This design comes from an exercise in tuning for small area on the open sky130 flow, not from production work.
Function was checked by simulation only, so behaviour that the tests miss may differ from the original.
The clock port is modelled as an ideal driver; clocking choices that lean on that would not hold on a real chip.
Power figures rest on the tool's default switching activity, not on a simulated workload.

## v6
// cam_top
module cam_top
(
  input  logic      clk,
  input  logic      rst_an,
  input  logic      write_valid,
  input  cam_pkg::cam_data_t write_data,
  output logic      wcredit,
  input  logic      search_valid,
  input  cam_pkg::cam_key_t  search_key,
  output logic      hit_valid,
  output logic      hit,
  output cam_pkg::cam_data_t hit_data
);
  localparam int D  = 100;
  localparam int LW = 7;
  localparam int KW = 15;
  localparam int UW = 20 - 15;
  logic [KW-1:0] key [D];
  logic [UW-1:0] up  [D];
  logic [D-1:0]  valid;
  logic [LW-1:0] fresh_cnt;
  logic          exhausted;
  logic [LW-1:0] head, tail;
  logic          lnz;
  logic [LW-1:0] loc_q;
  logic [KW-1:0] key_q;
  logic          hit_q;
  logic          push, pop, single, wr_en, link_we;
  logic [LW-1:0] wr_loc, link_head;
  logic [D-1:0]  d_wr, d_tail, d_loc;
  logic [D-1:0]  wsel, lsel, pend;
  assign push    = hit_q;
  assign pop     = write_valid && exhausted && lnz;
  assign single  = (head == tail);
  assign wr_en   = write_valid && (!exhausted || lnz);
  assign wr_loc  = exhausted ? head : fresh_cnt;
  assign link_we = push && lnz && !(pop && single);
  always_comb begin
    for (int i = 0; i < D; i++) begin
      d_wr[i]   = (wr_loc == LW'(i));
      d_tail[i] = (tail == LW'(i));
      d_loc[i]  = (loc_q == LW'(i));
    end
  end
  assign wsel = wr_en   ? d_wr   : '0;
  assign lsel = link_we ? d_tail : '0;
  assign pend = hit_q   ? d_loc  : '0;
  always_comb begin
    link_head = '0;
    for (int i = 0; i < D; i++) begin
  ...
==> flow/config.mk <==
export PLATFORM = sky130hd
export DESIGN_NAME = cam_top
export DESIGN_NICKNAME = cam_top
export VERILOG_FILES = /design/flow/design.v
export SDC_FILE = /design/flow/constraint.sdc
export NUM_CORES = 4
export LEC_CHECK = 0
export CAP_MARGIN = 20
export CORE_MARGIN = 2
export CORE_UTILIZATION = 40
export CTS_CLUSTER_DIAMETER = 60
export CTS_CLUSTER_SIZE = 30
export PLACE_DENSITY = 0.5
export SLEW_MARGIN = 20
==> flow/constraint.sdc <==
create_clock -name core_clock -period 10.0 [get_ports {clk}]
set_input_delay 2.0000 -clock core_clock [delete_from_list [all_inputs] [get_ports {clk}]]
set_output_delay 2.0000 -clock core_clock [all_outputs]
set_load 0.01 [all_outputs]
standard.sh (not shown) runs the stock make flow with config.mk's settings and CLKGATE_MAP_FILE= SYNTH_SCRIPT=/design/flow/synth_recipe.tcl, a recipe that flattens the netlist after the stock synthesis.
==> flow/flow/run.sh <==
#!/bin/bash
# The standard layout, with two changes to the clock tree:
#  - clock tree synthesis adds no dummy loads;
#  - after it, each clock buffer is given the smallest clkbuf size that
#    keeps the slew at every pin it drives under 100 ps.
set -euo pipefail
export CTS_ARGS="-sink_clustering_enable -repair_clock_nets -dont_use_dummy_load -sink_clustering_size 30 -sink_clustering_max_diameter 60"
bash standard.sh cts > standard_cts.log 2>&1
openroad -no_init -exit flow/ckdown.tcl > ckdown.log 2>&1
bash standard.sh > standard.log 2>&1
==> flow/flow/ckdown.tcl <==
# shrink clock buffers where the slew they give stays under the limit.
set R orfs/results/$::env(FLOW_PLATFORM)/cam_top/base
set P $::env(FLOW_HOME)/platforms/$::env(FLOW_PLATFORM)
read_liberty $P/lib/sky130_fd_sc_hd__tt_025C_1v80.lib
read_db $R/4_cts.odb
read_sdc $R/4_cts.sdc
source $P/setRC.tcl
set_propagated_clock [all_clocks]
estimate_parasitics -placement
set lim 0.1
set n 0
foreach inst [get_cells -filter "ref_name =~ sky130_fd_sc_hd__clkbuf_*"] {
  set orig [get_property $inst ref_name]
  set outpin [get_pins -of_objects $inst -filter "direction==output"]
  set loads [get_pins -of_objects [get_nets -of_objects $outpin] -filter "direction==input"]
  foreach cand {sky130_fd_sc_hd__clkbuf_2 sky130_fd_sc_hd__clkbuf_4 sky130_fd_sc_hd__clkbuf_8} {
    if {$cand == $orig} break
    replace_cell $inst $cand
    set ok 1
    foreach l $loads { if {[get_property $l slew_max] > $lim} {set ok 0; break} }
    if {$ok} { incr n; break } else { replace_cell $inst $orig }
  }
}
puts "resized $n clock buffers"
report_worst_slack -max
report_worst_slack -min
write_db $R/4_cts.odb
v6 finished all stages; however, its layout fails the closing checks, the failures being slew limit.
diff inputs: v6 => v7
==> flow/run.sh (new file) <==
#!/bin/bash
# synth_recipe.tcl (not shown) runs the flow's synth.tcl, then flattens the netlist and writes it again
# the make line also repeats each setting of config.mk as NAME=value (left out here)
make -C /OpenROAD-flow-scripts/flow DESIGN_CONFIG=/design/flow/config.mk WORK_HOME=/design/flow/orfs CLKGATE_MAP_FILE= SYNTH_SCRIPT=/design/flow/synth_recipe.tcl finish
removed: flow/flow/run.sh
removed: flow/flow/ckdown.tcl
removed: flow/standard.sh
Findings:
- Any difference in global-route usage between v6 and v7 is small enough to ignore.
- Summary — final critical-path setup slack, v7 relative to v6: higher, by 29 ps.
- Of v6 and v7, only v7 finishes the flow clean.
- Layout checks on v6: not met. Flow itself completed; violations: slew limit.
- Diff v6 -> v7 | first-pass detailed-route iteration total | increase of 8
- v6 → v7: first-iteration DRC count saw an increase, count of input and output buffers saw little to no change.

* * *

Another version of the RTL of cam_top (not shown whole).
For scale: about 7200 cells after synthesis, about 2100 flip-flops.
// cam_top
module cam_top
(
  input  logic      clk,
  input  logic      rst_an,
  input  logic      write_valid,
  input  cam_pkg::cam_data_t write_data,
  output logic      wcredit,
  input  logic      search_valid,
  input  cam_pkg::cam_key_t  search_key,
  output logic      hit_valid,
  output logic      hit,
  output cam_pkg::cam_data_t hit_data
);
clock: 10.0 ns
lec_check: 0
cap_margin: 5
core_margin: 2
core_utilization: 40
cts_cluster_diameter: 60
cts_cluster_size: 30
place_density: 0.5
slew_margin: 5
==> flow/flow/run.sh <==
#!/bin/bash
# The standard layout, with clock tree synthesis told not to add
# dummy loads (balancing inverters that only add area here).
set -euo pipefail
export CTS_ARGS="-sink_clustering_enable -repair_clock_nets -dont_use_dummy_load -sink_clustering_size 30 -sink_clustering_max_diameter 60"
bash standard.sh > standard.log 2>&1
The starting point reached the layout checks and failed them: capacitance limit, slew limit.
==> next run, changes <==
==> flow/run.sh (new file) <==
#!/bin/bash
# synth_recipe.tcl (not shown) runs the flow's synth.tcl, then flattens the netlist and writes it again
# the make line also repeats each setting of config.mk as NAME=value (left out here)
make -C /OpenROAD-flow-scripts/flow DESIGN_CONFIG=/design/flow/config.mk WORK_HOME=/design/flow/orfs CLKGATE_MAP_FILE= SYNTH_SCRIPT=/design/flow/synth_recipe.tcl finish
removed: flow/flow/run.sh
removed: flow/standard.sh
Effect: The changed run completed, yet does not pass: capacitance limit, slew limit. Utilization came out higher by 0.80 points. Area after synthesis stays the same. Global-route usage is about the same. Wire length is about the same. Final area goes up by 1.8%. Synthesized cell count does not change. Register-to-register slack got worse by 0.22 ns.

* * *

## wip/juniper
RTL: one of the versions met above, not the one the previous note started from.
For scale: roughly 62 I/O pins, ~0.099 mm2 of cells after synthesis.
==> flow/config.mk <==
export PLATFORM = sky130hd
export DESIGN_NAME = cam_top
export DESIGN_NICKNAME = cam_top
export VERILOG_FILES = /design/flow/design.v
export SDC_FILE = /design/flow/constraint.sdc
export NUM_CORES = 4
export LEC_CHECK = 0
export CAP_MARGIN = 20
export CORE_MARGIN = 2
export CORE_UTILIZATION = 40
export CTS_CLUSTER_DIAMETER = 60
export CTS_CLUSTER_SIZE = 30
export PLACE_DENSITY = 0.5
export SLEW_MARGIN = 20
==> flow/constraint.sdc <==
create_clock -name core_clock -period 10.0 [get_ports {clk}]
set_input_delay 2.0000 -clock core_clock [delete_from_list [all_inputs] [get_ports {clk}]]
set_output_delay 2.0000 -clock core_clock [all_outputs]
set_load 0.01 [all_outputs]
==> flow/flow/run.sh <==
#!/bin/bash
# The standard layout, with port buffers of buf_2 and two changes
# to the clock tree:
#  - clock tree synthesis adds no dummy loads;
#  - after it, each clock buffer is given the smallest clkbuf size that
#    keeps the slew at every pin it drives under 100 ps, and long
#    signal nets are repaired to a wider slew and cap margin.
set -euo pipefail
export CTS_ARGS="-sink_clustering_enable -repair_clock_nets -dont_use_dummy_load -sink_clustering_size 40 -sink_clustering_max_diameter 60"
export BUFFER_PORTS_ARGS="-buffer_cell sky130_fd_sc_hd__buf_2"
bash standard.sh cts > standard_cts.log 2>&1
openroad -no_init -exit flow/ckdown.tcl > ckdown.log 2>&1
bash standard.sh > standard.log 2>&1
==> flow/flow/ckdown.tcl <==
# shrink clock buffers where the slew they give stays under the limit.
set R orfs/results/$::env(FLOW_PLATFORM)/cam_top/base
set P $::env(FLOW_HOME)/platforms/$::env(FLOW_PLATFORM)
read_liberty $P/lib/sky130_fd_sc_hd__tt_025C_1v80.lib
read_db $R/4_cts.odb
read_sdc $R/4_cts.sdc
source $P/setRC.tcl
set_propagated_clock [all_clocks]
estimate_parasitics -placement
set lim 0.1
set n 0
foreach inst [get_cells -filter "ref_name =~ sky130_fd_sc_hd__clkbuf_*"] {
  set orig [get_property $inst ref_name]
  set outpin [get_pins -of_objects $inst -filter "direction==output"]
  set loads [get_pins -of_objects [get_nets -of_objects $outpin] -filter "direction==input"]
  foreach cand {sky130_fd_sc_hd__clkbuf_2 sky130_fd_sc_hd__clkbuf_4 sky130_fd_sc_hd__clkbuf_8} {
    if {$cand == $orig} break
    replace_cell $inst $cand
    set ok 1
    foreach l $loads { if {[get_property $l slew_max] > $lim} {set ok 0; break} }
    if {$ok} { incr n; break } else { replace_cell $inst $orig }
  }
}
puts "resized $n clock buffers"
# long signal nets: routed, their slew comes out well above the
# placement estimate, so repair them here to a wider margin.
set_dont_use {sky130_fd_sc_hd__probe_p_8 sky130_fd_sc_hd__probec_p_8 sky130_fd_sc_hd__lpflow_*}
estimate_parasitics -placement
repair_design -slew_margin 40 -cap_margin 40
detailed_placement
check_placement -verbose
report_worst_slack -max
report_worst_slack -min
write_db $R/4_cts.odb
Inputs modified between wip/juniper and wip/amber:
- CORE_UTILIZATION changed from 40 to 46
- PLACE_DENSITY changed from 0.5 to 0.58
==> flow/flow/run.sh <==
#!/bin/bash
# The standard layout, with two changes to the clock tree:
#  - clock tree synthesis adds no dummy loads;
#  - after it, each clock buffer is given the smallest clkbuf size that
#    keeps the slew at every pin it drives under 100 ps, and long
#    signal nets are repaired to a wider slew and cap margin.
set -euo pipefail
export CTS_ARGS="-sink_clustering_enable -repair_clock_nets -dont_use_dummy_load -sink_clustering_size 30 -sink_clustering_max_diameter 60"
bash standard.sh cts > standard_cts.log 2>&1
openroad -no_init -exit flow/ckdown.tcl > ckdown.log 2>&1
bash standard.sh > standard.log 2>&1
[summary]
From wip/juniper to wip/amber, number of buffers between clock root and the deepest sink did not move at all. Going from wip/juniper to wip/amber, first-iteration DRC count higher, sequential portion of the cell area up 0.40 points, final critical path time including I/O delays and setup went down, first-pass GRT wire length moved down, number of sequential cells closely matched the old numbers. Against wip/juniper, die area in wip/amber came out better. Layout-stage area growth over the synthesis result delta for wip/amber relative to wip/juniper: 0.84 points lower.
Here is what was changed in the inputs of wip/raven compared with wip/amber.
- changing PLACE_DENSITY from 0.58 to 0.5
- changing CORE_UTILIZATION from 46 to 40
Findings:
Cell-internal power: wip/raven > wip/amber
NOTE: number of buffers created by CTS in wip/raven exceeds that of wip/amber
Compared with wip/amber, in wip/raven final area has increased, total routing resource utilization after global routing went down by 4.3 points, fraction of power spent switching nets saw an increase, met2 usage went down 4.2 points.

==> afterwards: timing with drivers on the ports <==
The flow's constraints put no driver on any port. The routed layouts listed below were extracted and timed again, unchanged, in two steps.
Step 1: set_driving_cell puts a clkbuf_16 on clk and a buf_2 on each other input, an assumption about the parent block.
Step 2 moves the port delays by t, midway between the first and last clock arrival at a register: inputs arrive t later, outputs are due t later. That takes back most of the time a late clock gives input paths.
Slacks: ideal / step 1 / step 2; pairs: ideal / step 1.
run | shift t [ns] | setup WS [ns] | worst setup path after step 2 | slew at the worst register clock pin (ns) | cell pins on the clock port's net
v6 | 0.961 | 2.038 / 1.938 / 2.899 | register to output | 0.11 / 0.11 | 1
v7 | 1.010 | 2.067 / 1.969 / 2.978 | register to output | 0.11 / 0.11 | 1
the first run of note 2 | 0.955 | 2.429 / 2.315 / 3.045 | input to register | 0.11 / 0.11 | 1
the second run of note 2 | 0.968 | 2.242 / 2.135 / 2.946 | input to register | 0.10 / 0.10 | 1
wip/juniper | 0.963 | 1.976 / 1.863 / 2.825 | register to output | 0.12 / 0.12 | 1
wip/amber | 0.913 | 2.653 / 2.551 / 3.373 | input to register | 0.11 / 0.11 | 1
wip/raven | 0.960 | 2.071 / 1.978 / 2.938 | register to output | 0.11 / 0.11 | 1
